What follows belongs to an exercise in optimizing a design on an open flow for small area and a short achievable clock period; a production flow would make more cautious choices. Where RTL was checked, it was by simulation tests only, not by an equivalence proof against the original. For runs 3 to 5, only the layout was checked, not whether the RTL still works. No activity file was given, so power comes from the tool's default toggle rates.

==> flow/design.v <==
package brf_pkg;
  localparam int STORE_DEPTH_DEF = 256;
  localparam int DATA_W          = 8;
  localparam int CNT_W           = 11;
  localparam int CNT_MAX         = (2 ** CNT_W) - 1;
  localparam logic [1:0] KIND_WRITE  = 2'd0;
  localparam logic [1:0] KIND_READ   = 2'd1;
  localparam logic [1:0] KIND_FLUSH  = 2'd2;
  localparam logic [1:0] KIND_REWIND = 2'd3;
endpackage
module brf_store (
  input  logic       clk,
  input  logic       wr_en,
  input  logic [7:0] wr_addr,
  input  logic [7:0] wr_data,
  input  logic [7:0] rd_addr,
  output logic [7:0] rd_data
);
  logic [7:0]   mem [256];
  logic [255:0] wsel;
  logic [255:0] rsel;
  logic [15:0]  rhi, rlo;
  always_comb begin
    for (int i = 0; i < 256; i++) begin
      wsel[i] = wr_en & (wr_addr == 8'(i));
    end
  end
  always_ff @(posedge clk) begin
    for (int i = 0; i < 256; i++) begin
      if (wsel[i]) begin
        mem[i] <= wr_data;
      end
    end
  end
  always_comb begin
    for (int i = 0; i < 16; i++) begin
      rhi[i] = (rd_addr[7:4] == 4'(i));
      rlo[i] = (rd_addr[3:0] == 4'(i));
    end
    for (int i = 0; i < 256; i++) begin
      rsel[i] = rhi[i / 16] & rlo[i % 16];
    end
  end
  always_comb begin
    rd_data = '0;
    for (int i = 0; i < 256; i++) begin
      rd_data = rd_data | (mem[i] & {8{rsel[i]}});
    end
  end
endmodule
import brf_pkg::*;
module byte_ring_fifo_with_rewind_top (
  input  logic        clk,
  input  logic        rst_n,
  input  logic        in_valid,
  output logic        in_stall,
  input  logic [21:0] in_req,
  output logic        out_valid,
  input  logic        out_stall,
  output logic [41:0] out_rsp,
  input  logic        cfg_valid,
  output logic        cfg_ready,
  input  logic [10:0] cfg_data
);
  logic [1:0]  kind;
  logic [7:0]  data_in;
  logic [10:0] rc;
  logic        last;
  assign kind    = in_req[21:20];
  assign data_in = in_req[19:12];
  assign rc      = in_req[11:1];
  assign last    = in_req[0];
  logic [8:0]  depth_r;
  logic [7:0]  rp_r, wp_r;
  logic [8:0]  held_r;
  logic [10:0] bc_r;
  logic        clr_r;
  logic [7:0]  clr_cnt_r;
  logic        s1_valid_r, out_valid_r;
  logic [7:0]  s1_data_r;
  logic        s1_acc_r;
  logic [8:0]  s1_fill_r;
  logic [10:0] s1_bm_r;
  logic [8:0]  s1_rew_r;
  logic [7:0]  o_data_r;
  logic        o_acc_r;
  logic [8:0]  o_fill_r;
  logic [10:0] o_bm_r;
  logic [8:0]  o_rew_r;
  logic        in_acc, s1_move;
  logic        is_w, is_r, is_f, is_rw;
  logic        full, empty;
  logic        w_ok, r_ok;
  logic [8:0]  free;
  logic [7:0]  rp_inc, wp_inc, rp_d;
  logic        rp_wrap, wp_wrap;
  logic        rc_big, rc_le_rp;
  logic [7:0]  rp_sub, rp_sub_d, rp_back;
  logic [8:0]  rew;
  logic [10:0] bc_inc, bc_mv;
  logic [7:0]  rd_data;
  logic        wr_en;
  logic [7:0]  rp_nxt, wp_nxt;
  logic [8:0]  held_nxt;
  logic [10:0] bc_nxt;
  logic [8:0]  depth_cfg;
  assign cfg_ready = 1'b1;
  assign in_stall  = clr_r | (s1_valid_r & out_valid_r & out_stall);
  assign in_acc    = in_valid & ~in_stall;
  assign s1_move   = s1_valid_r & (~out_valid_r | ~out_stall);
  assign is_w  = (kind == KIND_WRITE);
  assign is_r  = (kind == KIND_READ);
  assign is_f  = (kind == KIND_FLUSH);
  assign is_rw = (kind == KIND_REWIND);
  assign full    = (held_r == depth_r);
  assign empty   = (held_r == 9'd0);
  assign free    = depth_r - held_r;
  assign rp_wrap = ({1'b0, rp_r} == depth_r - 9'd1);
  assign wp_wrap = ({1'b0, wp_r} == depth_r - 9'd1);
  assign rp_inc  = rp_wrap ? 8'd0 : rp_r + 8'd1;
  assign wp_inc  = wp_wrap ? 8'd0 : wp_r + 8'd1;
  assign rp_d    = rp_r + depth_r[7:0];
  assign bc_inc  = (bc_r == 11'(CNT_MAX)) ? bc_r : bc_r + 11'd1;
  assign rc_big   = (rc > {2'b00, free});
  assign rc_le_rp = ({3'b000, rp_r} >= rc);
  assign rp_sub   = rp_r - rc[7:0];
  assign rp_sub_d = rp_d - rc[7:0];
  assign rp_back  = rc_big ? wp_r : (rc_le_rp ? rp_sub : rp_sub_d);
  assign rew      = rc_big ? free : rc[8:0];
  assign w_ok  = is_w & ~full;
  assign r_ok  = is_r & ~empty;
  assign wr_en = in_acc & w_ok;
  assign bc_mv = (w_ok | r_ok) ? bc_inc : bc_r;
  always_comb begin
    rp_nxt   = rp_r;
    wp_nxt   = wp_r;
    held_nxt = held_r;
    bc_nxt   = bc_r;
    case (kind)
      KIND_WRITE: begin
        if (!full) begin
          wp_nxt   = wp_inc;
          held_nxt = held_r + 9'd1;
        end
        bc_nxt = last ? 11'd0 : bc_mv;
      end
      KIND_READ: begin
        if (!empty) begin
          rp_nxt   = rp_inc;
          held_nxt = held_r - 9'd1;
        end
        bc_nxt = last ? 11'd0 : bc_mv;
      end
      KIND_FLUSH: begin
        rp_nxt   = wp_r;
        held_nxt = 9'd0;
      end
      default: begin
        rp_nxt   = rp_back;
        held_nxt = rc_big ? depth_r : held_r + rc[8:0];
      end
    endcase
  end
  assign depth_cfg = (cfg_data == 11'd0) ? 9'd1 :
                     (cfg_data > 11'd256) ? 9'd256 : cfg_data[8:0];
  always_ff @(posedge clk) begin
    if (!rst_n) begin
      depth_r <= 9'd256;
      rp_r    <= '0;
      wp_r    <= '0;
      held_r  <= '0;
      bc_r    <= '0;
    end else if (cfg_valid) begin
      depth_r <= depth_cfg;
      rp_r    <= '0;
      wp_r    <= '0;
      held_r  <= '0;
      bc_r    <= '0;
    end else if (in_acc) begin
      rp_r    <= rp_nxt;
      wp_r    <= wp_nxt;
      held_r  <= held_nxt;
      bc_r    <= bc_nxt;
    end
  end
  always_ff @(posedge clk) begin
    if (!rst_n) begin
      clr_r     <= 1'b1;
      clr_cnt_r <= '0;
    end else if (clr_r) begin
      clr_cnt_r <= clr_cnt_r + 8'd1;
      if (clr_cnt_r == 8'd255) begin
        clr_r <= 1'b0;
      end
    end
  end
  always_ff @(posedge clk) begin
    if (!rst_n) begin
      s1_valid_r  <= 1'b0;
      out_valid_r <= 1'b0;
    end else begin
      if (in_acc) begin
        s1_valid_r <= 1'b1;
      end else if (s1_move) begin
        s1_valid_r <= 1'b0;
      end
      if (s1_move) begin
        out_valid_r <= 1'b1;
      end else if (!out_stall) begin
        out_valid_r <= 1'b0;
      end
    end
  end
  always_ff @(posedge clk) begin
    if (in_acc) begin
      s1_data_r <= r_ok ? rd_data : 8'd0;
      s1_acc_r  <= w_ok | r_ok | is_f | is_rw;
      s1_fill_r <= held_nxt;
      s1_bm_r   <= ((is_w | is_r) & last) ? bc_mv : 11'd0;
      s1_rew_r  <= is_rw ? rew : 9'd0;
    end
    if (s1_move) begin
      o_data_r <= s1_data_r;
      o_acc_r  <= s1_acc_r;
      o_fill_r <= s1_fill_r;
      o_bm_r   <= s1_bm_r;
      o_rew_r  <= s1_rew_r;
    end
  end
  assign out_valid = out_valid_r;
  assign out_rsp   = {o_data_r, o_acc_r, 2'b00, o_fill_r, o_bm_r, 2'b00, o_rew_r};
  brf_store u_store (
    .clk     (clk),
    .wr_en   (clr_r | wr_en),
    .wr_addr (clr_r ? clr_cnt_r : wp_r),
    .wr_data (clr_r ? 8'd0 : data_in),
    .rd_addr (rp_r),
    .rd_data (rd_data)
  );
endmodule
==> flow/run.sh <==
#!/bin/bash
# synth_recipe.tcl (not shown) runs the flow's synth.tcl, then flattens the netlist and writes it again
# the make line also repeats each setting of config.mk as NAME=value (left out here)
make -C /OpenROAD-flow-scripts/flow DESIGN_CONFIG=/design/flow/config.mk WORK_HOME=/design/flow/orfs CLKGATE_MAP_FILE= SYNTH_SCRIPT=/design/flow/synth_recipe.tcl finish
==> flow/config.mk <==
export PLATFORM = sky130hd
export DESIGN_NAME = byte_ring_fifo_with_rewind_top
export DESIGN_NICKNAME = byte_ring_fifo_with_rewind_top
export VERILOG_FILES = /design/flow/design.v
export SDC_FILE = /design/flow/constraint.sdc
export NUM_CORES = 4
export LEC_CHECK = 0
export ABC_CLOCK_PERIOD_IN_PS = 3000
export CAP_MARGIN = 20
export CORE_MARGIN = 2
export CORE_UTILIZATION = 60
export SETUP_SLACK_MARGIN = 3.2
export SLEW_MARGIN = 20
==> flow/constraint.sdc <==
create_clock -name core_clock -period 6.3 [get_ports {clk}]
set_input_delay 1.2600 -clock core_clock [delete_from_list [all_inputs] [get_ports {clk}]]
set_output_delay 1.2600 -clock core_clock [all_outputs]
set_load 0.01 [all_outputs]
==> results of run 1 <==
==> per-layer routing <==
metal  track usage, %  overflow
met1            79.73         0
met2            87.26         5
met3            71.03         0
met4            73.89         3
met5            47.59         0
==> power by group through the flow <==
| stage | logic [mW] | registers, mW | clock network, mW |
|---|---|---|---|
| 4_1_cts | 0.438 | 15.7 | 13.0 |
| 3_5_place_dp | 0.324 | 16.0 | 0 |
| 3_3_place_gp | 0.319 | 16.0 | 0 |
| 2_1_floorplan | 0.175 | 16.0 | 0 |
==> what timing repair did <==
| item | 4_1_cts |
|---|---|
| resized for setup | 659 |
| endpoints found under the setup margin | 2115 |
| buffers inserted | 157 |
| pin swaps | 137 |
| cloned | 8 |
==> worst max-delay path by stage <==
stage	from	end	slack, ns	depth (start not counted)
3_3_place_gp	in_req[20]	u_store.mem[155][1]	0.50	9
2_1_floorplan	in_req[12]	u_store.mem[0][0]	2.32	1
3_5_place_dp	rp_r[2]	s1_data_r[0]	0.65	10
4_1_cts	rp_r[1]	s1_data_r[0]	2.29	10
==> synth_stat cells, types with 10 or more instances <==
library cell,n
a22oi_1,633
ha_1,54
dfxtp_1,56
fa_1,10
nand4_1,95
inv_1,73
o32ai_1,12
edfxtp_1,2124
buf_4,16
nor4_1,66
buf_1,24
a31oi_1,17
or4_1,22
clkbuf_1,188
nand3b_1,11
nand2_1,194
nor2b_1,19
and3_1,15
nor3_1,48
xnor2_1,53
nand3_1,97
a222oi_1,66
xor2_1,14
a32oi_1,142
a32o_1,11
o211ai_1,14
a221oi_1,61
buf_2,89
and2_1,11
o22ai_1,155
mux2i_1,13
o21ai_0,74
nand2b_1,16
nor2_1,542
a22o_1,71
or3_1,14
a21oi_1,88
==> metrics by stage <==
stage	setup slack, ns	utilization, %
3_3_place_gp	0.4978	65.28
3_5_place_dp	0.6496	65.40
4_1_cts	2.291	73.38
2_1_floorplan	2.324	-
==> logic make-up after synthesis <==
group,share of synthesized area [%]
adder cells (fa/ha/maj),1.033
other,0.008861
AO/OA/AOI/OAI,12.71
XOR/XNOR,0.6924
multiplexers,0.1801
AND/OR/NAND/NOR,6.828
buffers and inverters,1.975
flip-flops,76.58
==> impl_metrics.json, run 1 <==
{
  "error": "[ERROR GRT-0232] Routing congestion too high. Check the congestion heatmap in the GUI.",
  "yosys_warnings": 3,
  "dpl_cell_area_sq_um": 91480,
  "io_buffers": 77,
  "cts_sinks": 2180,
  "lastStage": "5_1_grt",
  "overflow": 8,
  "seq_area_frac_synth_pct": 76.58,
  "grt_use_total_pct": 78.24,
  "gp_congestion": 1.378,
  "syn_inst": 5364,
  "yosys_most_used_dff": "edfxtp_1",
  "syn_area_sq_um": 84760,
  "root_buffer": "clkbuf_16",
  "cts_made_buffers": 209,
  "status": "aborted with a tool error",
  "grt_max_degree": 169,
  "ios": 83,
  "std_cell_rows": 137,
  "avgSynthCellArea_sq_um": 15.80,
  "hpwl_mm": 349.1,
  "h-tree-depth": 4,
  "clockBufferDepth": 3,
  "synthArstFlopShare_pct": 0,
  "ctsHoldBuffers": 0,
  "die_w_um": 379.8,
  "yosys.area.top_type_share_pct": 75.25,
  "initial_core_util_pct": 60.59,
  "yosys_register_bits": 2180,
  "synth_edf_count": 2124,
  "synth_top_area_cell": "edfxtp_1",
  "ys_top_cells_by_area": "edfxtp_1, a22oi_1, nor2_1",
  "synth.distinct_cells": 89,
  "dp_cells": 7550,
  "die_h_um": 379.8
}
==> inputs of run 2 (changes only) <==
--- a/flow/config.mk
+++ b/flow/config.mk
@@ -7,7 +7,5 @@
 export LEC_CHECK = 0
-export ABC_CLOCK_PERIOD_IN_PS = 3000
 export CAP_MARGIN = 20
 export CORE_MARGIN = 2
-export CORE_UTILIZATION = 60
-export SETUP_SLACK_MARGIN = 3.2
+export CORE_UTILIZATION = 40
 export SLEW_MARGIN = 20
==> run 2 against run 1 <==
Now fails the layout checks on capacitance limit, slew limit, setup timing. Synthesized cell count unchanged. Area after synthesis unchanged.
==> impl_metrics.json, run 2 <==
{
  "layout_common_cells": "edfxtp_1, buf_4, a22oi_1",
  "yosysMostFrequentCell": "edfxtp_1",
  "initial_core_util_pct": 40.32,
  "h-tree-depth": 4,
  "dpl_cell_area_sq_um": 94640,
  "yosys_most_used_dff": "edfxtp_1",
  "worstPathCellList": "inv_1 > ha_1 > nand3b_1 > buf_4 > nor2_1 > a32oi_1 > nand4_1 > nor3_1 > buf_4 > and4_1 > buf_4 > a31oi_1 > buf_4",
  "pwr_density_cell_nw_per_um2": 289.9,
  "cts_resized": 0,
  "critPathBufInv": 5,
  "clkPwrFrac_pct": 45.8,
  "yosys_warnings": 3,
  "synth_top_area_cell": "edfxtp_1",
  "hold_viol": 0,
  "min_path_type": "register to register",
  "clockBufferDepth": 3,
  "crit_top_cell": "buf_4",
  "yosys_register_bits": 2180,
  "power.leakage_nw": 33.19,
  "status": "finished with violations",
  "grt_pass1_wl_mm": 755.9,
  "max_freq_mhz": 158.7,
  "fin_ws_ns": -0.0001874,
  "largest_register_ffs": 2048,
  "ctsHoldBuffers": 0,
  "root_buffer": "clkbuf_16",
  "gp_congestion": 1.222,
  "die_w_um": 464.3,
  "path_depth": 13,
  "postLayoutCellArea_sq_um": 102600,
  "dp_cells": 8698,
  "post_cts_buffers": 0,
  "crit_required_ns": 6.98,
  "maxSlewHeadroom_pct": -4.781,
  "synth_edf_count": 2124,
  "seqCellArea_sq_um": 64910,
  "avgSynthCellArea_sq_um": 15.80,
  "overflow": 0,
  "ant_nets": 0,
  "reg2regPathDepth": 13,
  "regToRegSetupSlack_ns": -0.0002,
  "switching_share_pct": 21.85,
  "syn_area_sq_um": 84760,
  "dr.pass1.iters": 12,
  "clk_pin_slew_ns": 0.06,
  "rsz0062_at_grt": "no",
  "grt_pass1_vias": 62200,
  "syn_inst": 5364,
  "tightest_slew_ns": 1.572,
  "first_iter_violations": 18830,
  "arrival_ns": 6.98,
  "num_vias": 74170,
  "cts_sinks": 2180,
  "grt_max_degree": 148,
  "synth.distinct_cells": 89,
  "period_needed_ns": 6.300,
  "ios": 83,
  "check.faults": "capacitance limit, slew limit, setup timing",
  "layout_commonest_cell": "edfxtp_1",
  "regMostFlops": "u_store.mem",
  "multi_input_area_sq_um": 18860,
  "seq_area_frac_synth_pct": 76.58,
  "antenna_found_initial": 119,
  "final_util_pct": 48.79,
  "cts_tree": "done",
  "yosys.area.top_type_share_pct": 75.25,
  "worstSetupPathType": "register to register",
  "slew_viol_final": 7,
  "via_per_inst": 8.003,
  "die_h_um": 464.3,
  "wl_per_cell_um": 67.11,
  "cellInternalPower_mw": 23.24,
  "end_kind": "register",
  "routed_wl_mm": 622.0,
  "grt_use_total_pct": 56.28,
  "hpwl_mm": 445.3,
  "synthArstFlopShare_pct": 0,
  "final-setup-viol-count": 1,
  "drv_cap": 1,
  "slowest_delay_ns": 1.19,
  "synth_commonest_cells": "edfxtp_1, a22oi_1, nor2_1, nand2_1, clkbuf_1",
  "clkLatencyLatePin_ns": 0.93,
  "finalNonFillerCells": 9268,
  "ys_top_cells_by_area": "edfxtp_1, a22oi_1, nor2_1",
  "worstPathMaxFanout": 9,
  "fin_worst_skew_ns": 0.05404,
  "start_kind": "register",
  "hold_depth": 0,
  "layout.nets": 6249,
  "num-fill-cells": 18040,
  "fin_crit_sh_pct": 100.0,
  "crit_path_top_delay_cell": "a32oi_1",
  "cp_top_family": "simple AND/OR/NAND/NOR gates",
  "core_area_sq_um": 210200,
  "std_cell_rows": 168,
  "netSwitchingPower_mw": 6.496,
  "pwr-share-seq_pct": 52.8,
  "dieArea_sq_um": 215600,
  "drive_gt1_share_pct": 20.45,
  "peakVddDrop_uv": 301.3,
  "fin_tns_setup_ns": -0.0001874,
  "io_buffers": 77,
  "power_frac_comb_pct": 1.4,
  "area_growth_pct": 21.01,
  "cts_made_buffers": 228,
  "drc": 0,
  "dp_slack_ns": 0.8106
}
-- run 2: cell counts after synthesis --
Identical to the previous run, type by type.
-- run 2: metal layers --
layer  part of all wire [%]  track usage, %  up-vias
li1                       -               -    23720
met1                     31           59.92    37450
met2                     37           72.88     9943
met3                     19           37.24     3017
met4                     13           53.70       48
met5                   0.22           6.373        -
-- run 2: cell type report --
type | instances | share of cell area (%)
Antenna cell | 125 | 0.3050
Clock buffer | 278 | 5.796
Tap cell | 2805 | 3.422
Clock inverter | 143 | 1.263
Multi-Input combinational cell | 2793 | 18.39
Inverter | 73 | 0.2672
Timing Repair Buffer | 871 | 7.264
Sequential cell | 2180 | 63.29
-- run 2: logic make-up (layout without fill, tap and decap cells) --
group,after synthesis,in the layout,synth area share (%)
multiplexers,15,15,0.1801
AO/OA/AOI/OAI,1431,1431,12.71
AND/OR/NAND/NOR,1211,1211,6.828
other,2,130,0.008861
XOR/XNOR,67,67,0.6924
buffers and inverters,394,1365,1.975
adder cells (fa/ha/maj),64,64,1.033
flip-flops,2180,2180,76.58
-- run 2: worst paths after layout --
kind,from,end
worst max register to register,rp_r[1],s1_data_r[0]
worst min-delay path,s1_rew_r[3],o_rew_r[3]
worst min register to register,s1_rew_r[3],o_rew_r[3]
worst max-delay path,rp_r[1],s1_data_r[0]
-- run 2: per-stage QoR --
| step | hold slack [ns] | power (mW) |
|---|---|---|
| global route | 0.4246 | 30.04 |
| finish | 0.4177 | 29.73 |
| floorplan | 0.4003 | 16.17 |
| detailed placement | 0.4045 | 16.39 |
| CTS | 0.4186 | 29.51 |
| global placement | 0.4010 | 16.39 |
-- run 2: power by group through the flow --
| stage | registers [mW] | logic [mW] | clock network (mW) |
|---|---|---|---|
| global placement | 16.0 | 0.384 | 0 |
| floorplan | 16.0 | 0.174 | 0 |
| detailed placement | 16.0 | 0.383 | 0 |
| global route | 15.7 | 0.408 | 13.9 |
| CTS | 15.7 | 0.385 | 13.4 |
| finish | 15.7 | 0.409 | 13.6 |
-- run 2: worst register-to-register path, stage by stage (launching register included) --
cell and delay, ns:
dfxtp_1 0.53, inv_1 0.22, ha_1 0.35, nand3b_1 0.91, buf_4 0.36, nor2_1 0.29
a32oi_1 1.19, nand4_1 0.80, nor3_1 0.35, buf_4 0.35, and4_1 0.30, buf_4 0.16
a31oi_1 0.09, buf_4 0.18
==> inputs of run 3 (changes only) <==
--- a/flow/design.v
+++ b/flow/design.v
@@ -10,41 +10,7 @@
 endpackage
-module brf_store (
-  input  logic       clk,
-  input  logic       wr_en,
-  input  logic [7:0] wr_addr,
-  input  logic [7:0] wr_data,
-  input  logic [7:0] rd_addr,
-  output logic [7:0] rd_data
+module brf_aoi222 (
+  input  logic a0, s0, a1, s1, a2, s2,
+  output logic y_n
 );
-  logic [7:0]   mem [256];
-  logic [255:0] wsel;
-  logic [255:0] rsel;
-  logic [15:0]  rhi, rlo;
-  always_comb begin
-    for (int i = 0; i < 256; i++) begin
-      wsel[i] = wr_en & (wr_addr == 8'(i));
-    end
-  end
-  always_ff @(posedge clk) begin
-    for (int i = 0; i < 256; i++) begin
-      if (wsel[i]) begin
-        mem[i] <= wr_data;
-      end
-    end
-  end
-  always_comb begin
-    for (int i = 0; i < 16; i++) begin
-      rhi[i] = (rd_addr[7:4] == 4'(i));
-      rlo[i] = (rd_addr[3:0] == 4'(i));
-    end
-    for (int i = 0; i < 256; i++) begin
-      rsel[i] = rhi[i / 16] & rlo[i % 16];
-    end
-  end
-  always_comb begin
-    rd_data = '0;
-    for (int i = 0; i < 256; i++) begin
-      rd_data = rd_data | (mem[i] & {8{rsel[i]}});
-    end
-  end
+  assign y_n = ~((a0 & s0) | (a1 & s1) | (a2 & s2));
 endmodule
@@ -82,4 +48,4 @@
   logic [8:0]  s1_fill_r;
-  logic [10:0] s1_bm_r;
-  logic [8:0]  s1_rew_r;
+  logic [10:0] s1_val_r;
+  logic        s1_rw_r;
   logic [7:0]  o_data_r;
@@ -87,4 +53,4 @@
   logic [8:0]  o_fill_r;
-  logic [10:0] o_bm_r;
-  logic [8:0]  o_rew_r;
+  logic [10:0] o_val_r;
+  logic        o_rw_r;
   logic        in_acc, s1_move;
@@ -101,3 +67,2 @@
   logic [7:0]  rd_data;
-  logic        wr_en;
   logic [7:0]  rp_nxt, wp_nxt;
@@ -131,3 +96,2 @@
   assign r_ok  = is_r & ~empty;
-  assign wr_en = in_acc & w_ok;
   assign bc_mv = (w_ok | r_ok) ? bc_inc : bc_r;
@@ -218,4 +182,4 @@
       s1_fill_r <= held_nxt;
-      s1_bm_r   <= ((is_w | is_r) & last) ? bc_mv : 11'd0;
-      s1_rew_r  <= is_rw ? rew : 9'd0;
+      s1_val_r  <= is_rw ? {2'b00, rew} : (((is_w | is_r) & last) ? bc_mv : 11'd0);
+      s1_rw_r   <= is_rw;
     end
@@ -225,4 +189,4 @@
       o_fill_r <= s1_fill_r;
-      o_bm_r   <= s1_bm_r;
-      o_rew_r  <= s1_rew_r;
+      o_val_r  <= s1_val_r;
+      o_rw_r   <= s1_rw_r;
     end
@@ -230,11 +194,82 @@
   assign out_valid = out_valid_r;
-  assign out_rsp   = {o_data_r, o_acc_r, 2'b00, o_fill_r, o_bm_r, 2'b00, o_rew_r};
-  brf_store u_store (
-    .clk     (clk),
-    .wr_en   (clr_r | wr_en),
-    .wr_addr (clr_r ? clr_cnt_r : wp_r),
-    .wr_data (clr_r ? 8'd0 : data_in),
-    .rd_addr (rp_r),
-    .rd_data (rd_data)
-  );
+  assign out_rsp   = {o_data_r, o_acc_r, 2'b00, o_fill_r,
+                      o_rw_r ? 11'd0 : o_val_r,
+                      2'b00, o_rw_r ? o_val_r[8:0] : 9'd0};
+  logic [7:0]   mem [256];
+  logic         ph_r;
+  logic         st_we;
+  logic [7:0]   st_wa, st_wd;
+  assign st_we = clr_r | (in_acc & w_ok);
+  assign st_wa = clr_r ? clr_cnt_r : wp_r;
+  assign st_wd = clr_r ? 8'd0 : data_in;
+  logic         w1_valid_r;
+  logic [7:0]   w1_addr_r;
+  logic [7:0]   w1_data_r;
+  always_ff @(posedge clk) begin
+    if (!rst_n) ph_r <= 1'b0;
+    else        ph_r <= ~ph_r;
+  end
+  always_ff @(posedge clk) begin
+    w1_valid_r <= st_we;
+    w1_addr_r  <= st_wa;
+    w1_data_r  <= st_wd;
+  end
+  logic [2:0]   new_g, pend_g;
+  logic [6:0]   gaddr [3];
+  logic [7:0]   gdata [3];
+  logic [7:0]   z [3];
+  function automatic logic [1:0] grp(input logic [7:0] a);
+    grp = a[0] ? 2'd2 : ((a[7:1] == 7'd0) ? 2'd0 : 2'd1);
+  endfunction
+  always_comb begin
+    for (int g = 0; g < 3; g++) begin
+      new_g[g]  = st_we & (grp(st_wa) == 2'(g));
+      pend_g[g] = w1_valid_r & (grp(w1_addr_r) == 2'(g));
+      gaddr[g]  = pend_g[g] ? w1_addr_r[7:1] : st_wa[7:1];
+      gdata[g]  = new_g[g] ? st_wd : w1_data_r;
+      z[g]      = {8{new_g[g] | pend_g[g]}} & (gdata[g] ^ {8{ph_r}});
+    end
+  end
+  logic [255:0] wsel;
+  always_comb begin
+    for (int i = 0; i < 256; i++) begin
+      if (i == 0)          wsel[i] = 1'b1;
+      else if (i % 2 == 0) wsel[i] = (gaddr[1] == 7'(i / 2));
+      else                 wsel[i] = (gaddr[2] == 7'(i / 2));
+    end
+  end
+  for (genvar i = 0; i < 256; i++) begin : g_ent
+    localparam int G = (i == 0) ? 0 : ((i % 2 == 0) ? 1 : 2);
+    always_ff @(posedge clk) begin
+      mem[i] <= ~(mem[i] | ({8{wsel[i]}} & z[G]));
+    end
+  end
+  logic [257:0] rsel;
+  logic [7:0]   memx [258];
+  logic [15:0]  rhi, rlo;
+  logic [85:0]  grp_n [8];
+  logic [7:0]   rd_raw;
+  always_comb begin
+    for (int i = 0; i < 16; i++) begin
+      rhi[i] = (rp_r[7:4] == 4'(i));
+      rlo[i] = (rp_r[3:0] == 4'(i));
+    end
+    for (int i = 0; i < 258; i++) begin
+      rsel[i] = (i < 256) ? (rhi[i / 16] & rlo[i % 16]) : 1'b0;
+      memx[i] = (i < 256) ? mem[i] : 8'd0;
+    end
+  end
+  for (genvar b = 0; b < 8; b++) begin : g_bit
+    for (genvar g = 0; g < 86; g++) begin : g_grp
+      brf_aoi222 u_aoi (
+        .a0 (memx[3*g][b]),   .s0 (rsel[3*g]),
+        .a1 (memx[3*g+1][b]), .s1 (rsel[3*g+1]),
+        .a2 (memx[3*g+2][b]), .s2 (rsel[3*g+2]),
+        .y_n (grp_n[b][g])
+      );
+    end
+    assign rd_raw[b] = ~(&grp_n[b]);
+  end
+  assign rd_data = (w1_valid_r && (w1_addr_r == rp_r)) ? w1_data_r
+                                                        : (rd_raw ^ {8{ph_r}});
 endmodule
--- a/flow/config.mk
+++ b/flow/config.mk
@@ -7,2 +7,3 @@
 export LEC_CHECK = 0
+export ABC_CLOCK_PERIOD_IN_PS = 3000
 export CAP_MARGIN = 20
@@ -10,2 +11,4 @@
 export CORE_UTILIZATION = 40
+export SETUP_SLACK_MARGIN = 3.0
 export SLEW_MARGIN = 20
+export SYNTH_HIERARCHICAL = 1
==> run 3 against run 2 <==
The run now finishes clean. Worst setup slack better by 2.1 ns. Via count is 9.8% lower. Clock power fell by 3%. Critical endpoint is now s1_data_r[4]. Largest power group unchanged.
==> impl_metrics.json, run 3 <==
{
  "drv_cap": 0,
  "std_cell_rows": 157,
  "root_buffer": "clkbuf_16",
  "yosys.area.top_type_share_pct": 57.86,
  "syn_inst": 7058,
  "crit_required_ns": 6.91,
  "synthArstFlopShare_pct": 0,
  "grt_max_degree": 72,
  "slowest_delay_ns": 0.52,
  "avgSynthCellArea_sq_um": 10.40,
  "io_buffers": 77,
  "synth_edf_count": 60,
  "area_growth_pct": 23.66,
  "hold_viol": 0,
  "num_vias": 66880,
  "first_iter_violations": 13150,
  "slew_viol_final": 0,
  "power.leakage_nw": 32.65,
  "ctsHoldBuffers": 0,
  "grt_use_total_pct": 31.02,
  "dieArea_sq_um": 187000,
  "netSwitchingPower_mw": 7.599,
  "rsz0062_at_grt": "yes",
  "die_h_um": 432.4,
  "synth.distinct_cells": 80,
  "routed_wl_mm": 314.2,
  "pwr-share-seq_pct": 48.7,
  "cts_made_buffers": 209,
  "fin_worst_skew_ns": 0.08294,
  "fin_tns_setup_ns": 0,
  "layout.nets": 7511,
  "max_freq_mhz": 237.6,
  "ant_nets": 0,
  "status": "complete, no violations",
  "switching_share_pct": 25.22,
  "wl_per_cell_um": 31.46,
  "layout_commonest_cell": "dfxtp_1",
  "power_frac_comb_pct": 7.6,
  "synth_commonest_cells": "dfxtp_1, a21oi_1, a222oi_1, nor2_1, buf_2",
  "clkLatencyLatePin_ns": 0.91,
  "end_kind": "register",
  "cts_tree": "done",
  "final-setup-viol-count": 0,
  "clkPwrFrac_pct": 43.7,
  "maxSlewHeadroom_pct": 14.78,
  "core_area_sq_um": 182700,
  "yosys_warnings": 18,
  "ys_top_cells_by_area": "dfxtp_1, a21oi_1, a222oi_1",
  "cellInternalPower_mw": 22.54,
  "largest_register_ffs": 2048,
  "dr.pass1.iters": 15,
  "worstSetupPathType": "register to register",
  "clk_pin_slew_ns": 0.06,
  "clockBufferDepth": 3,
  "grt_pass1_vias": 61350,
  "antenna_found_initial": 13,
  "via_per_inst": 6.697,
  "yosysMostFrequentCell": "dfxtp_1",
  "syn_area_sq_um": 73430,
  "hpwl_mm": 177.1,
  "gp_congestion": 0.9405,
  "arrival_ns": 4.82,
  "worstPathCellList": "buf_6 > clkinvlp_4 > ha_4 > nand2_8 > buf_16 > buf_4 > nor2_4 > a222oi_1 > nand4_1 > nor4_4 > nand4_1 > nor4_2 > buf_4 > xnor2_2 > mux2i_1 > nor2_1",
  "overflow": 0,
  "synth_top_area_cell": "dfxtp_1",
  "crit_path_top_delay_cell": "a222oi_1",
  "yosys_register_bits": 2182,
  "grt_pass1_wl_mm": 430.7,
  "tightest_slew_ns": 1.273,
  "worstPathMaxFanout": 8,
  "cts_sinks": 2182,
  "pwr_density_cell_nw_per_um2": 331.9,
  "h-tree-depth": 4,
  "drc": 0,
  "dp_slack_ns": 1.015,
  "peakVddDrop_uv": 286.8,
  "die_w_um": 432.4,
  "fin_ws_ns": 2.092,
  "yosys_most_used_dff": "dfxtp_1",
  "regMostFlops": "mem",
  "fin_crit_sh_pct": 66.80,
  "total_power_mw": 30.14,
  "seq_area_frac_synth_pct": 60.31,
  "start_kind": "register",
  "drive_gt1_share_pct": 16.49,
  "period_needed_ns": 4.208,
  "layout_common_cells": "dfxtp_1, a21oi_1, a222oi_1",
  "ios": 83,
  "initial_core_util_pct": 40.19,
  "min_path_type": "register to register"
}
run 3: cell count changes in the layout (fill, tap and decap cells not counted), moves of 522 or more:
cell,delta
a21oi_1,+1982
buf_4,-522
edfxtp_1,-2064
dfxtp_1,+2047
a22oi_1,-623
a222oi_1,+622
run 3: what timing repair did:
action                     in CTS  in global routing
pin swaps                     172                102
gates cloned                   35                 25
setup endpoints to repair    2122               2037
hold endpoints to repair        0                  0
resized for setup             581                279
buffers inserted              118                 50
run 3: per-module statistics from Yosys, one instance, submodules excluded:
module | copies in the design | flip-flops and latches | cell area, sq um | cells inside
brf_aoi222 | 688 | 0 | 10.01 | 1
byte_ring_fifo_with_rewind_top | 1 | 2182 | 66540 | 6370
run 3: cells by family after synthesis:
family                   Yosys count  synth area share, %
adder cells (fa/ha/maj)           64                1.193
buffers and inverters            426                2.883
XOR/XNOR                          96                1.174
other                              2              0.01023
flip-flops                      2182                60.31
AND/OR/NAND/NOR                 1236                7.965
AO/OA/AOI/OAI                   3014                25.94
multiplexers                      38               0.5231
run 3: routing by layer:
| layer | track usage, % | part of all wire [%] |
|---|---|---|
| met4 | 19.20 | 7.4 |
| met5 | 0 | 0.034 |
| met1 | 40.13 | 37 |
| met2 | 45.01 | 41 |
| met3 | 9.582 | 14 |
run 3: cell type report:
| type | instances | area (sq um) |
|---|---|---|
| clock buffer | 310 | 6192 |
| inverter | 74 | 295.3 |
| antenna | 14 | 35.03 |
| tap | 2385 | 2984 |
| sequential | 2182 | 44360 |
| clock inverter | 79 | 1087 |
| fill | 16050 | 91890 |
| timing repair buffer | 453 | 6053 |
| multi-input combinational | 4489 | 29800 |
run 3: power groups by stage:
stage	Combinational, mW	Clock (mW)	Sequential (mW)
finish	2.29	13.2	14.7
global route	2.29	13.8	14.7
CTS	1.94	13.2	14.7
detailed placement	1.53	0	15.0
global placement	1.50	0	15.0
floorplan	0.901	0	14.9
run 3: path summary, 6_finish.rpt:
check                from           end  slack, ns  depth (start not counted)
max               rp_r[1]  s1_data_r[4]       2.09                         16
max reg2reg       rp_r[1]  s1_data_r[4]       2.09                         16
min reg2reg  s1_fill_r[2]   o_fill_r[2]       0.39                          0
min          s1_fill_r[2]   o_fill_r[2]       0.39                          0
run 3: critical path: cells and delay by family, from the launching register on:
family	cells	cell delay, ns
and+or+nand+nor	7	1.69
buffers and inverters	5	0.90
AOI/OAI and AO/OA	1	0.52
DFF	1	0.32
adders and majority gates	1	0.30
muxes	1	0.15
xor gates and xnor gates	1	0.06
run 3: stage by stage:
step	std cells	util [%]	area [sq um]	hold slack (ns)
finish	9986	49.70	90800	0.3944
global route	9975	49.69	90770	0.4138
CTS	9896	48.50	88600	0.4063
detailed placement	9354	42.19	77080	0.3985
global placement	9353	42.19	77070	0.3960
floorplan	7093	-	73660	0.3884
==> inputs of run 4 (changes only) <==
--- a/flow/design.v
+++ b/flow/design.v
@@ -41,2 +41,3 @@
   logic [8:0]  held_r;
+  logic [8:0]  free_r;
   logic [10:0] bc_r;
@@ -45,3 +46,4 @@
   logic        s1_valid_r, out_valid_r;
-  logic [7:0]  s1_data_r;
+  logic        s1_rd_r;
+  logic [15:0] s1_rhi_r, s1_rlo_r;
   logic        s1_acc_r;
@@ -53,4 +55,4 @@
   logic [8:0]  o_fill_r;
-  logic [10:0] o_val_r;
-  logic        o_rw_r;
+  logic [10:0] o_bm_r;
+  logic [8:0]  o_rew_r;
   logic        in_acc, s1_move;
@@ -59,3 +61,2 @@
   logic        w_ok, r_ok;
-  logic [8:0]  free;
   logic [7:0]  rp_inc, wp_inc, rp_d;
@@ -66,5 +67,6 @@
   logic [10:0] bc_inc, bc_mv;
-  logic [7:0]  rd_data;
+  logic [7:0]  rd_raw;
+  logic [15:0] rhi, rlo;
   logic [7:0]  rp_nxt, wp_nxt;
-  logic [8:0]  held_nxt;
+  logic [8:0]  held_nxt, free_nxt;
   logic [10:0] bc_nxt;
@@ -79,5 +81,4 @@
   assign is_rw = (kind == KIND_REWIND);
-  assign full    = (held_r == depth_r);
+  assign full    = (free_r == 9'd0);
   assign empty   = (held_r == 9'd0);
-  assign free    = depth_r - held_r;
   assign rp_wrap = ({1'b0, rp_r} == depth_r - 9'd1);
@@ -88,3 +89,3 @@
   assign bc_inc  = (bc_r == 11'(CNT_MAX)) ? bc_r : bc_r + 11'd1;
-  assign rc_big   = (rc > {2'b00, free});
+  assign rc_big   = (rc > {2'b00, free_r});
   assign rc_le_rp = ({3'b000, rp_r} >= rc);
@@ -93,3 +94,3 @@
   assign rp_back  = rc_big ? wp_r : (rc_le_rp ? rp_sub : rp_sub_d);
-  assign rew      = rc_big ? free : rc[8:0];
+  assign rew      = rc_big ? free_r : rc[8:0];
   assign w_ok  = is_w & ~full;
@@ -101,2 +102,3 @@
     held_nxt = held_r;
+    free_nxt = free_r;
     bc_nxt   = bc_r;
@@ -107,2 +109,3 @@
           held_nxt = held_r + 9'd1;
+          free_nxt = free_r - 9'd1;
         end
@@ -114,2 +117,3 @@
           held_nxt = held_r - 9'd1;
+          free_nxt = free_r + 9'd1;
         end
@@ -120,2 +124,3 @@
         held_nxt = 9'd0;
+        free_nxt = depth_r;
       end
@@ -124,2 +129,3 @@
         held_nxt = rc_big ? depth_r : held_r + rc[8:0];
+        free_nxt = rc_big ? 9'd0 : free_r - rc[8:0];
       end
@@ -135,2 +141,3 @@
       held_r  <= '0;
+      free_r  <= 9'd256;
       bc_r    <= '0;
@@ -141,2 +148,3 @@
       held_r  <= '0;
+      free_r  <= depth_cfg;
       bc_r    <= '0;
@@ -146,2 +154,3 @@
       held_r  <= held_nxt;
+      free_r  <= free_nxt;
       bc_r    <= bc_nxt;
@@ -179,3 +188,5 @@
     if (in_acc) begin
-      s1_data_r <= r_ok ? rd_data : 8'd0;
+      s1_rd_r   <= r_ok;
+      s1_rhi_r  <= rhi;
+      s1_rlo_r  <= rlo;
       s1_acc_r  <= w_ok | r_ok | is_f | is_rw;
@@ -186,7 +197,7 @@
     if (s1_move) begin
-      o_data_r <= s1_data_r;
+      o_data_r <= s1_rd_r ? (rd_raw ^ {8{ph_r}}) : 8'd0;
       o_acc_r  <= s1_acc_r;
       o_fill_r <= s1_fill_r;
-      o_val_r  <= s1_val_r;
-      o_rw_r   <= s1_rw_r;
+      o_bm_r   <= s1_rw_r ? 11'd0 : s1_val_r;
+      o_rew_r  <= s1_rw_r ? s1_val_r[8:0] : 9'd0;
     end
@@ -194,5 +205,3 @@
   assign out_valid = out_valid_r;
-  assign out_rsp   = {o_data_r, o_acc_r, 2'b00, o_fill_r,
-                      o_rw_r ? 11'd0 : o_val_r,
-                      2'b00, o_rw_r ? o_val_r[8:0] : 9'd0};
+  assign out_rsp   = {o_data_r, o_acc_r, 2'b00, o_fill_r, o_bm_r, 2'b00, o_rew_r};
   logic [7:0]   mem [256];
@@ -218,3 +227,2 @@
   logic [6:0]   gaddr [3];
-  logic [7:0]   gdata [3];
   logic [7:0]   z [3];
@@ -228,4 +236,4 @@
       gaddr[g]  = pend_g[g] ? w1_addr_r[7:1] : st_wa[7:1];
-      gdata[g]  = new_g[g] ? st_wd : w1_data_r;
-      z[g]      = {8{new_g[g] | pend_g[g]}} & (gdata[g] ^ {8{ph_r}});
+      z[g]      = ({8{new_g[g]}} & (st_wd ^ {8{ph_r}}))
+                | ({8{pend_g[g]}} & (w1_data_r ^ {8{ph_r}}));
     end
@@ -248,5 +256,3 @@
   logic [7:0]   memx [258];
-  logic [15:0]  rhi, rlo;
   logic [85:0]  grp_n [8];
-  logic [7:0]   rd_raw;
   always_comb begin
@@ -257,3 +263,3 @@
     for (int i = 0; i < 258; i++) begin
-      rsel[i] = (i < 256) ? (rhi[i / 16] & rlo[i % 16]) : 1'b0;
+      rsel[i] = (i < 256) ? (s1_rhi_r[i / 16] & s1_rlo_r[i % 16]) : 1'b0;
       memx[i] = (i < 256) ? mem[i] : 8'd0;
@@ -272,4 +278,2 @@
   end
-  assign rd_data = (w1_valid_r && (w1_addr_r == rp_r)) ? w1_data_r
-                                                        : (rd_raw ^ {8{ph_r}});
 endmodule
--- a/flow/config.mk
+++ b/flow/config.mk
@@ -10,4 +10,7 @@
 export CORE_MARGIN = 2
-export CORE_UTILIZATION = 40
-export SETUP_SLACK_MARGIN = 3.0
+export CORE_UTILIZATION = 50
+export CTS_BUF_LIST = sky130_fd_sc_hd__clkbuf_8
+export CTS_CLUSTER_DIAMETER = 50
+export CTS_CLUSTER_SIZE = 16
+export SETUP_SLACK_MARGIN = 2.6
 export SLEW_MARGIN = 20
==> run 4 against run 3 <==
Critical endpoint is now o_data_r[2]. Worst setup slack better by 0.46 ns. Clock-buffer cell count down 107. Critical path type unchanged. Area after synthesis up 3.3%. Hold slack better by 0.017 ns. Highest routed layer unchanged. Die area down 17%.
==> impl_metrics.json, run 4 <==
{
  "status": "complete, no violations",
  "syn_area_sq_um": 75820,
  "std_cell_rows": 142,
  "regMostFlops": "mem",
  "antenna_found_initial": 27,
  "grt_pass1_vias": 60430,
  "yosys_register_bits": 2224,
  "fin_crit_sh_pct": 59.48,
  "r2r_start": "s1_rlo_r[9]",
  "layout.nets": 7458,
  "cellInternalPower_mw": 19.17,
  "ios": 83,
  "cts_tree": "done",
  "yosysMostFrequentCell": "dfxtp_1",
  "avgSynthCellArea_sq_um": 10.53,
  "hold_viol": 0,
  "rsz0062_at_grt": "yes",
  "hold_end": "mem[51][3]",
  "crit_required_ns": 6.95,
  "drive_gt1_share_pct": 10.23,
  "slew_viol_final": 0,
  "peakVddDrop_uv": 224.2,
  "worstSetupPathType": "register to register",
  "switching_share_pct": 26.69,
  "regToRegSetupSlack_ns": 2.55,
  "clkPwrFrac_pct": 34.4,
  "io_buffers": 77,
  "root_buffer": "clkbuf_8",
  "via_per_inst": 6.809,
  "fin_tns_setup_ns": 0,
  "reg_top3": "mem (2048), s1_rhi_r (16), s1_rlo_r (16)",
  "core_area_sq_um": 150100,
  "gp_congestion": 0.9569,
  "yosys_warnings": 16,
  "initial_core_util_pct": 50.50,
  "hold_depth": 1,
  "layout_commonest_cell": "dfxtp_1",
  "reg2regPathDepth": 10,
  "min_path_type": "register to register",
  "wl_per_cell_um": 29.82,
  "min_from": "mem[51][3]",
  "synth_top_area_cell": "dfxtp_1",
  "drc": 0,
  "power.leakage_nw": 30.37,
  "dieArea_sq_um": 154800,
  "h-tree-depth": 4,
  "layout_common_cells": "dfxtp_1, a21oi_1, a222oi_1",
  "reg2reg_to": "o_data_r[2]",
  "routed_wl_mm": 283.4,
  "overflow": 0,
  "cts_sinks": 2224,
  "pwr_density_cell_nw_per_um2": 309.2,
  "end_kind": "register",
  "ant_nets": 0,
  "area_growth_pct": 11.55,
  "postLayoutCellArea_sq_um": 84570,
  "synth.distinct_cells": 89,
  "grt_max_degree": 110,
  "ys_top_cells_by_area": "dfxtp_1, a21oi_1, a222oi_1",
  "tightest_slew_ns": 1.185,
  "synth_commonest_cells": "dfxtp_1, a21oi_1, a222oi_1, nor2_1, and2_1",
  "largest_register_ffs": 2048,
  "cts_made_buffers": 187,
  "synthArstFlopShare_pct": 0,
  "yosys.area.top_type_share_pct": 56.27,
  "dr.pass1.iters": 13,
  "power_frac_comb_pct": 8.5,
  "maxSlewHeadroom_pct": 21.02,
  "syn_inst": 7197,
  "worstPathMaxFanout": 8,
  "hpwl_mm": 178.6,
  "grt_pass1_wl_mm": 405.4,
  "fin_worst_skew_ns": 0.09390,
  "num_vias": 64710,
  "max_freq_mhz": 266.9,
  "clk_pin_slew_ns": 0.10,
  "pwr-share-seq_pct": 57.1,
  "die_w_um": 393.4,
  "synth_edf_count": 93,
  "clkLatencyLatePin_ns": 1.00,
  "first_iter_violations": 10610,
  "clockBufferDepth": 3,
  "period_needed_ns": 3.747,
  "yosys_most_used_dff": "dfxtp_1",
  "die_h_um": 393.4,
  "drv_cap": 0,
  "final_util_pct": 56.33,
  "arrival_ns": 4.40,
  "dpl_cell_area_sq_um": 78890,
  "seq_area_frac_synth_pct": 59.95,
  "start_kind": "register",
  "final-setup-viol-count": 0,
  "grt_use_total_pct": 34.60,
  "ctsHoldBuffers": 0,
  "netSwitchingPower_mw": 6.979
}
[run 4: cell count changes after synthesis, moves of 50 or more]
cell / delta
and2_1: +271
nor2_1: -296
clkbuf_1: +76
o21ai_0: +50
nor2_2: +50
buf_2: -86
[run 4: cells by family (layout without fill, tap and decap cells)]
logic type                 count (synthesis)  in the layout  synth area share, %
AOI/OAI and AO/OA                       3130           3130                26.15
buffers and inverters                    438            666                2.710
and+or+nand+nor                         1234           1244                8.704
other                                      2             55             0.009906
xor gates and xnor gates                  69             69               0.7971
DFF                                     2224           2224                59.95
muxes                                     28             28               0.3746
adders and majority gates                 72             72                1.297
[run 4: power groups by stage]
stage | registers [mW] | clock network [mW] | logic (mW)
floorplan | 15.2 | 0 | 1.08
global route | 15.0 | 9.60 | 2.28
CTS | 14.9 | 9.05 | 2.06
detailed placement | 15.2 | 0 | 1.91
global placement | 15.2 | 0 | 1.88
finish | 14.9 | 8.98 | 2.23
[run 4: worst max-delay path: stages (launching register included)]
cell      delay (ns)
edfxtp_1        0.49
buf_4           0.19
buf_12          0.14
and2_1          0.25
a222oi_1        0.64
nand4_1         0.42
nor4_4          0.42
nand4_1         0.13
buf_4           0.20
or3_1           0.34
and3_1          0.21
[run 4: per-module statistics from Yosys, one instance, submodules excluded]
module                          flip-flops and latches  cells  times used
byte_ring_fifo_with_rewind_top                    2224   6509           1
brf_aoi222                                           0      1         688
[run 4: cell type report]
| cell class | instances | area, sq um |
|---|---|---|
| Fill cell | 12990 | 65560 |
| Sequential cell | 2224 | 45460 |
| Multi-Input combinational cell | 4580 | 29430 |
| Clock buffer | 203 | 2794 |
| Timing Repair Buffer | 271 | 2749 |
| Tap cell | 2016 | 2522 |
| Clock inverter | 108 | 1250 |
| Inverter | 84 | 324.1 |
| Antenna cell | 18 | 45.04 |
[run 4: metrics by stage]
stage / hold slack [ns] / instances / setup slack (ns) / power, mW
after detailed placement: 0.3985 / 9094 / 1.291 / 17.16
after global routing: 0.4165 / 9489 / 2.542 / 26.86
after floorplan: 0.3884 / 7232 / 2.617 / 16.24
after CTS: 0.4118 / 9456 / 2.516 / 26.02
final: 0.4111 / 9504 / 2.553 / 26.15
after global placement: 0.3957 / 9091 / 1.334 / 17.11
[run 4: repair_timing]
action | in CTS | in global routing
buffers inserted | 46 | 25
gates resized for setup | 98 | 114
pin swaps | 22 | 40
cloned | 5 | 5
endpoints found under the setup margin | 1429 | 1590
endpoints found under the hold margin | 0 | 0
[run 4: metal layers]
metal	GRT usage [%]	up-vias	part of all wire [%]
met2	50.79	3958	42
met3	8.343	823	12
met5	0	-	0.030
li1	-	28200	-
met1	47.56	31730	40
met4	17.12	12	5.5
[run 4: worst max path at each step]
stage                 from          end  cells past startpoint  slack (ns)
6_report       s1_rlo_r[9]  o_data_r[2]                     10        2.55
5_1_grt         in_req[20]  mem[164][3]                     11        2.54
4_1_cts              clr_r  mem[179][7]                      7        2.52
3_5_place_dp    in_req[20]  mem[113][0]                     11        1.29
3_3_place_gp    in_req[20]  mem[121][0]                     11        1.33
2_1_floorplan   in_req[21]    free_r[7]                     12        2.62
==> inputs of run 5 (changes only) <==
--- a/flow/design.v
+++ b/flow/design.v
@@ -189,3 +189,3 @@
       s1_rd_r   <= r_ok;
-      s1_rhi_r  <= rhi;
+      s1_rhi_r  <= r_ok ? rhi : 16'd0;
       s1_rlo_r  <= rlo;
@@ -197,3 +197,3 @@
     if (s1_move) begin
-      o_data_r <= s1_rd_r ? (rd_raw ^ {8{ph_r}}) : 8'd0;
+      o_data_r <= rd_raw ^ {8{ph_r & s1_rd_r}};
       o_acc_r  <= s1_acc_r;
--- a/flow/config.mk
+++ b/flow/config.mk
@@ -10,3 +10,3 @@
 export CORE_MARGIN = 2
-export CORE_UTILIZATION = 50
+export CORE_UTILIZATION = 60
 export CTS_BUF_LIST = sky130_fd_sc_hd__clkbuf_8
@@ -14,3 +14,4 @@
 export CTS_CLUSTER_SIZE = 16
-export SETUP_SLACK_MARGIN = 2.6
+export PLACE_DENSITY = 0.72
+export SETUP_SLACK_MARGIN = 3.0
 export SLEW_MARGIN = 20
==> run 5 against run 4 <==
Still clean. Clock-buffer cell count is 10 lower. Worst setup slack worse by 0.49 ns. Non-clock buffer count rose by 51. Combinational power rose by 4%. Area after synthesis down 0.29%. Sequential power about the same. Via count grew 1.9%. Cell count down 4.1%. Maximum frequency is 12% lower. Sequential cell count unchanged. Hold slack got worse by 0.0024 ns. First-iteration DRC count is 14% higher.
==> impl_metrics.json, run 5 <==
{
  "status": "complete, no violations",
  "postLayoutCellArea_sq_um": 84900,
  "yosys_warnings": 16,
  "initial_core_util_pct": 60.36,
  "regMostFlops": "mem",
  "layout_common_cells": "dfxtp_1, a21oi_1, a222oi_1",
  "yosysMostFrequentCell": "dfxtp_1",
  "worstPathMaxFanout": 5,
  "whs_ns": 0.4088,
  "ios": 83,
  "dr.pass1.iters": 14,
  "die_h_um": 359.0,
  "grt_max_degree": 107,
  "gp_congestion": 0.9737,
  "ant_nets": 0,
  "period_needed_ns": 4.239,
  "synthArstFlopShare_pct": 0,
  "via_per_inst": 7.240,
  "power.leakage_nw": 30.91,
  "yosys.area.top_type_share_pct": 56.43,
  "maxSlewHeadroom_pct": 22.02,
  "power_frac_comb_pct": 9.2,
  "synth.distinct_cells": 80,
  "m1WireLength_mm": 103.4,
  "yosys_most_used_dff": "dfxtp_1",
  "num-fill-cells": 9571,
  "grt_pass1_wl_mm": 400.5,
  "pwr-share-seq_pct": 59.1,
  "std_cell_rows": 130,
  "worstSetupPathType": "register to register",
  "crit_required_ns": 7.05,
  "dp_slack_ns": 1.332,
  "ctsHoldBuffers": 0,
  "clkLatencyLatePin_ns": 0.97,
  "seq_area_frac_synth_pct": 60.13,
  "drc": 0,
  "pwr_density_cell_nw_per_um2": 300.1,
  "fin_worst_skew_ns": 0.06776,
  "max_freq_mhz": 235.9,
  "num_vias": 65970,
  "ys_top_cells_by_area": "dfxtp_1, a21oi_1, a222oi_1",
  "fin_tns_setup_ns": 0,
  "peakVddDrop_uv": 255.4,
  "tightest_slew_ns": 1.166,
  "grt_pass1_vias": 61090,
  "routed_wl_mm": 277.0,
  "synth_commonest_cells": "dfxtp_1, a21oi_1, a222oi_1, nor2_1, and2_1",
  "drv_cap": 0,
  "dieArea_sq_um": 128800,
  "cts_tree": "done",
  "hold_viol": 0,
  "fin_ws_ns": 2.061,
  "reg_top3": "mem (2048), s1_rhi_r (16), s1_rlo_r (16)",
  "io_buffers": 77,
  "core_area_sq_um": 125200,
  "syn_inst": 7172,
  "fin_crit_sh_pct": 67.29,
  "switching_share_pct": 26.74,
  "netSwitchingPower_mw": 6.813,
  "overflow": 0,
  "seqCellArea_sq_um": 45460,
  "clockBufferDepth": 3,
  "cellInternalPower_mw": 18.67,
  "root_buffer": "clkbuf_8",
  "min_path_type": "register to register",
  "synth_top_area_cell": "dfxtp_1",
  "wl_met2_mm": 114.3,
  "met3_length_mm": 39.79,
  "syn_area_sq_um": 75590,
  "hpwl_mm": 170.3,
  "wl_per_cell_um": 30.40,
  "layout_commonest_cell": "dfxtp_1",
  "start_kind": "register",
  "avgSynthCellArea_sq_um": 10.54,
  "multi_input_area_sq_um": 30120,
  "dpl_cell_area_sq_um": 77890,
  "rsz0062_at_grt": "yes",
  "antenna_found_initial": 15,
  "final-setup-viol-count": 0,
  "top_layer_used": "met5",
  "synth_edf_count": 93,
  "area_growth_pct": 12.31,
  "die_w_um": 359.0,
  "arrival_ns": 4.99,
  "grt_use_total_pct": 41.00,
  "clkPwrFrac_pct": 31.8,
  "layout.nets": 7464,
  "end_kind": "register",
  "cts_sinks": 2224,
  "largest_register_ffs": 2048,
  "yosys_register_bits": 2224,
  "cts_made_buffers": 177,
  "slew_viol_final": 0,
  "final_util_pct": 67.79,
  "h-tree-depth": 4,
  "regToRegSetupSlack_ns": 2.06,
  "first_iter_violations": 12140,
  "clk_pin_slew_ns": 0.09,
  "drive_gt1_share_pct": 12.62
}
-- run 5: cell count changes after synthesis, moves of 12 or more --
cell / previous run / this run
nand2_1: 129 / 152
clkbuf_1: 180 / 192
nor3_1: 33 / 19
nor2_1: 309 / 360
or4_1: 1 / 13
mux2i_1: 25 / 37
nor2_2: 51 / 0
o21ai_0: 105 / 91
xor2_1: 23 / 36
-- run 5: metal layers --
metal	vias to the layer above	global-route usage (%)
met5	-	0
met4	10	24.80
met3	1108	12.00
met2	5078	58.65
met1	31730	54.88
li1	28050	-
-- run 5: kinds of logic (layout without fill, tap and decap cells) --
logic type	Yosys count	after routing	synth area share (%)
other	2	53	0.009935
AND/OR/NAND/NOR	1228	1233	8.463
XOR/XNOR	81	81	1.011
AO/OA/AOI/OAI	3085	3085	25.76
adder cells (fa/ha/maj)	72	72	1.301
flip-flops	2224	2224	60.13
multiplexers	43	43	0.5793
buffers and inverters	437	671	2.748
-- run 5: Yosys stat by module, one instance, submodules excluded --
module | cell area [sq um] | flip-flops and latches | cells | times used
byte_ring_fifo_with_rewind_top | 68710 | 2224 | 6484 | 1
brf_aoi222 | 10.01 | 0 | 1 | 688
-- run 5: power groups by stage --
| stage | combinational [mW] | sequential (mW) | clock [mW] |
|---|---|---|---|
| final | 2.33 | 15.1 | 8.09 |
| after CTS | 2.14 | 15.0 | 8.09 |
| after global routing | 2.37 | 15.1 | 8.62 |
| after floorplan | 1.14 | 15.3 | 0 |
| after detailed placement | 1.95 | 15.3 | 0 |
| after global placement | 1.89 | 15.3 | 0 |
-- run 5: through the flow --
stage / power, mW / cells
finish: 25.48 / 9112
global placement: 17.22 / 8650
floorplan: 16.40 / 7207
global route: 26.09 / 9099
detailed placement: 17.29 / 8654
CTS: 25.26 / 9044
-- run 5: cell type report --
cell class / instances / share of cell area, %
clock inverter: 78 / 0.9152
clock buffer: 193 / 3.129
sequential: 2224 / 53.55
tap: 1650 / 2.432
timing repair buffer: 322 / 4.094
antenna: 16 / 0.04716
inverter: 78 / 0.3625
multi-input combinational: 4551 / 35.47
-- run 5: critical path, cell delays in order (launching register included) --
cell and delay [ns]:
edfxtp_1 0.39, buf_6 0.16, buf_12 0.14, and2_4 0.15
a222oi_1 0.88, nand4_1 0.49, nor4_4 0.55, nand4_1 0.50
nor4_2 0.45, xor2_1 0.32
-- run 5: repair_timing --
action,4_1_cts,5_1_grt
buffers inserted,109,50
gates cloned,10,2
endpoints found under the setup margin,2092,2043
pin swaps,122,28
hold endpoints to repair,0,0
resized for setup,506,102
-- run 5: final timing paths --
check / start / end / cells past startpoint
setup / recovery: s1_rlo_r[6] / o_data_r[5] / 9
setup reg to reg: s1_rlo_r[6] / o_data_r[5] / 9
hold reg to reg: mem[114][4] / mem[114][4] / 1
hold / removal: mem[114][4] / mem[114][4] / 1
==> inputs of run 6 (changes only) <==
--- a/flow/design.v
+++ b/flow/design.v
@@ -55,4 +55,4 @@
   logic [8:0]  o_fill_r;
-  logic [10:0] o_bm_r;
-  logic [8:0]  o_rew_r;
+  logic [10:0] o_val_r;
+  logic        o_rw_r;
   logic        in_acc, s1_move;
@@ -189,3 +189,3 @@
       s1_rd_r   <= r_ok;
-      s1_rhi_r  <= r_ok ? rhi : 16'd0;
+      s1_rhi_r  <= rhi;
       s1_rlo_r  <= rlo;
@@ -197,7 +197,7 @@
     if (s1_move) begin
-      o_data_r <= rd_raw ^ {8{ph_r & s1_rd_r}};
+      o_data_r <= s1_rd_r ? (rd_raw ^ {8{ph_r}}) : 8'd0;
       o_acc_r  <= s1_acc_r;
       o_fill_r <= s1_fill_r;
-      o_bm_r   <= s1_rw_r ? 11'd0 : s1_val_r;
-      o_rew_r  <= s1_rw_r ? s1_val_r[8:0] : 9'd0;
+      o_val_r  <= s1_val_r;
+      o_rw_r   <= s1_rw_r;
     end
@@ -205,3 +205,5 @@
   assign out_valid = out_valid_r;
-  assign out_rsp   = {o_data_r, o_acc_r, 2'b00, o_fill_r, o_bm_r, 2'b00, o_rew_r};
+  assign out_rsp   = {o_data_r, o_acc_r, 2'b00, o_fill_r,
+                      o_rw_r ? 11'd0 : o_val_r,
+                      2'b00, o_rw_r ? o_val_r[8:0] : 9'd0};
   logic [7:0]   mem [256];
--- a/flow/config.mk
+++ b/flow/config.mk
@@ -10,3 +10,3 @@
 export CORE_MARGIN = 2
-export CORE_UTILIZATION = 60
+export CORE_UTILIZATION = 50
 export CTS_BUF_LIST = sky130_fd_sc_hd__clkbuf_8
@@ -14,3 +14,2 @@
 export CTS_CLUSTER_SIZE = 16
-export PLACE_DENSITY = 0.72
 export SETUP_SLACK_MARGIN = 3.0
==> run 6 against run 5 <==
Utilization is 11 points lower. Synthesized cell count is 1.3% higher. Wire length is 6.9% higher.
==> impl_metrics.json, run 6 <==
{
  "ant_nets": 0,
  "ys_top_cells_by_area": "dfxtp_1, a21oi_1, a222oi_1",
  "avgSynthCellArea_sq_um": 10.49,
  "syn_inst": 7264,
  "fin_tns_setup_ns": 0,
  "antenna_found_initial": 20,
  "fin_ws_ns": 2.614,
  "area_growth_pct": 13.31,
  "cts_made_buffers": 187,
  "synth.distinct_cells": 94,
  "synth_edf_count": 85,
  "dp_slack_ns": 1.486,
  "yosys.area_share.simple_pct": 8.957,
  "rsz0062_at_grt": "yes",
  "via_per_inst": 6.921,
  "drv_cap": 0,
  "switching_share_pct": 27.33,
  "die_w_um": 394.4,
  "clk_pin_slew_ns": 0.10,
  "clkPwrFrac_pct": 33.4,
  "hpwl_mm": 177.7,
  "syn_area_sq_um": 76200,
  "initial_core_util_pct": 50.22,
  "tightest_slew_ns": 1.285,
  "slew_viol_final": 0,
  "cts_sinks": 2216,
  "status": "complete, no violations",
  "root_buffer": "clkbuf_8",
  "layout.nets": 7529,
  "layout_common_cells": "a21oi_1, dfxtp_1, a222oi_1",
  "synth-compound-area-share_pct": 26.18,
  "final-setup-viol-count": 0,
  "finalNonFillerCells": 9601,
  "worstPathMaxFanout": 7,
  "dr.pass1.iters": 12,
  "synth_commonest_cells": "a21oi_1, dfxtp_1, a222oi_1, nor2_1, and2_1",
  "end_kind": "register",
  "std_cell_rows": 143,
  "period_needed_ns": 3.686,
  "min_path_type": "register to register",
  "dieArea_sq_um": 155500,
  "synth.area.mux_share_pct": 0.3563,
  "num_vias": 66440,
  "start_kind": "register",
  "routed_wl_mm": 296.1,
  "die_h_um": 394.4,
  "clkLatencyLatePin_ns": 0.99,
  "yosys_warnings": 16,
  "maxSlewHeadroom_pct": 13.77,
  "drc": 0,
  "power.leakage_nw": 31.21,
  "wl_per_cell_um": 30.84,
  "hold_end": "mem[148][5]",
  "pwr-share-seq_pct": 56.8,
  "seq_area_frac_synth_pct": 59.34,
  "grt_pass1_vias": 61150,
  "yosys_most_used_dff": "dfxtp_1",
  "r2r_start": "s1_rlo_r[11]",
  "h-tree-depth": 4,
  "netSwitchingPower_mw": 7.165,
  "grt_max_degree": 129,
  "overflow": 0,
  "hold_viol": 0,
  "synth_top_area_cell": "dfxtp_1",
  "gp_congestion": 0.9293,
  "layout_commonest_cell": "a21oi_1",
  "hold_depth": 1,
  "ios": 83,
  "cts_tree": "done",
  "largest_register_ffs": 2048,
  "io_buffers": 77,
  "synthArstFlopShare_pct": 0,
  "yosysMostFrequentCell": "a21oi_1",
  "grt_use_total_pct": 35.71,
  "dp_cells": 9130,
  "synth_top_family_by_area": "compound AO/OA/AOI/OAI gates",
  "synth_fa_ha_area_share_pct": 1.291,
  "grt_pass1_wl_mm": 418.3,
  "peakVddDrop_uv": 193.3,
  "yosys_register_bits": 2216,
  "worstSetupPathType": "register to register",
  "drive_gt1_share_pct": 12.57,
  "power_frac_comb_pct": 9.7,
  "min_from": "mem[148][5]",
  "first_iter_violations": 12230,
  "clockBufferDepth": 3,
  "fin_crit_sh_pct": 58.51,
  "ctsHoldBuffers": 0,
  "core_area_sq_um": 151700,
  "arrival_ns": 4.41,
  "fin_worst_skew_ns": 0.05878,
  "reg2regPathDepth": 8,
  "reg2reg_to": "o_data_r[0]",
  "yosys.area.top_type_share_pct": 55.99,
  "pwr_density_cell_nw_per_um2": 303.6,
  "reg_top3": "mem (2048), s1_rhi_r (16), s1_rlo_r (16)",
  "regMostFlops": "mem",
  "whs_ns": 0.4099,
  "regToRegSetupSlack_ns": 2.61,
  "crit_required_ns": 7.02,
  "synthXorXnorAreaFrac_pct": 0.6897,
  "cellInternalPower_mw": 19.05,
  "max_freq_mhz": 271.3
}
[run 6: power groups by stage]
stage          logic, mW  clock network (mW)  registers, mW
2_1_floorplan       1.14                   0           15.1
3_3_place_gp        2.01                   0           15.2
3_5_place_dp        2.05                   0           15.2
4_1_cts             2.31                8.84           14.9
5_1_grt             2.58                9.37           15.0
6_report            2.55                8.77           14.9
[run 6: worst max-delay path, cell delays in order (launching register included)]
cell	delay [ns]
edfxtp_1	0.52
buf_12	0.20
and2_4	0.17
a222oi_1	0.56
nand4_1	0.36
nor4_4	0.74
nand4_1	0.29
or3_1	0.38
and3_4	0.22
[run 6: routing by layer]
metal	routed length (um)	vias to the layer above	global-route usage, %	share of wire, %
li1	-	28540	-	-
met1	119100	32640	49.44	40
met2	124400	4407	51.83	42
met3	35390	859	8.254	12
met4	17090	4	18.65	5.8
met5	106	-	0.4310	0.036
[run 6: cells by family (layout without fill, tap and decap cells)]
logic type	Yosys count	count (layout)
other cells	2	75
buf+inv	469	695
flops	2216	2216
xor+xnor	60	60
mux	26	26
simple gates	1267	1273
compound gates	3152	3154
fa+ha+maj	72	72
[run 6: metrics by stage]
| step | total power, mW | instance area, sq um | util [%] |
|---|---|---|---|
| global placement | 17.21 | 78820 | 51.95 |
| floorplan | 16.27 | 76380 | - |
| finish | 26.21 | 86340 | 56.90 |
| global route | 26.91 | 86250 | 56.84 |
| detailed placement | 17.25 | 78850 | 51.97 |
| CTS | 26.03 | 85100 | 56.09 |
[run 6: what timing repair did]
action                                  4_1_cts  5_1_grt
buffers inserted                             83       28
endpoints found under the setup margin     2080     1561
pin swaps                                   126       57
resized for setup                           379      193
cloned                                       10        9
[run 6: per-module statistics from Yosys (local to each module, per instance)]
module	times used	flip-flops and latches
brf_aoi222	688	0
byte_ring_fifo_with_rewind_top	1	2216
[run 6: how the worst max path moves through the flow]
stage / depth (start not counted) / endpoint / start
6_report: 8 / o_data_r[0] / s1_rlo_r[11]
5_1_grt: 8 / o_data_r[0] / s1_rlo_r[11]
4_1_cts: 8 / o_data_r[0] / s1_rlo_r[11]
3_5_place_dp: 10 / mem[170][1] / in_req[20]
3_3_place_gp: 10 / mem[174][1] / in_req[20]
2_1_floorplan: 10 / rp_r[6] / in_req[3]
[run 6: layout make-up]
cell class	instances	area [sq um]
antenna	38	95.09
clock buffer	203	2794
clock inverter	100	1121
fill	13200	65390
inverter	88	351.6
multi-input combinational	4622	30870
sequential	2216	45230
tap	2030	2540
timing repair buffer	304	3333

[what the ideal ports hide]
Ports are ideal in the flow. The routed layouts listed here were re-timed in OpenROAD. Step 1 assumes that a clkbuf_16 drives the clock port and a buf_2 every other input. Step 2 moves the port delays by t, midway between the first and last clock arrival at a register: inputs arrive t later, outputs are due t later. That takes back most of the time a late clock gives input paths. Three values: no drivers, after step 1, after step 2; two values: the first two.
run	t, ns	slack for setup (ns)	hold slack, ns	slew at the worst register clock pin (ns)
run 2	1.000	0.000 / 0.000 / 0.000	0.418 / 0.418 / 0.418	0.07 / 0.07
run 3	0.960	2.092 / 2.092 / 1.845	0.394 / 0.394 / 0.394	0.07 / 0.07
run 4	1.034	2.553 / 2.553 / 1.598	0.411 / 0.411 / 0.411	0.11 / 0.11
run 5	1.014	2.061 / 2.061 / 2.061	0.409 / 0.409 / 0.409	0.11 / 0.11
run 6	1.034	2.614 / 2.614 / 1.965	0.410 / 0.410 / 0.410	0.11 / 0.11
The setup slack of run 4, which loses most, moves by 0.000 ns with the drivers and by -0.955 ns with both steps.
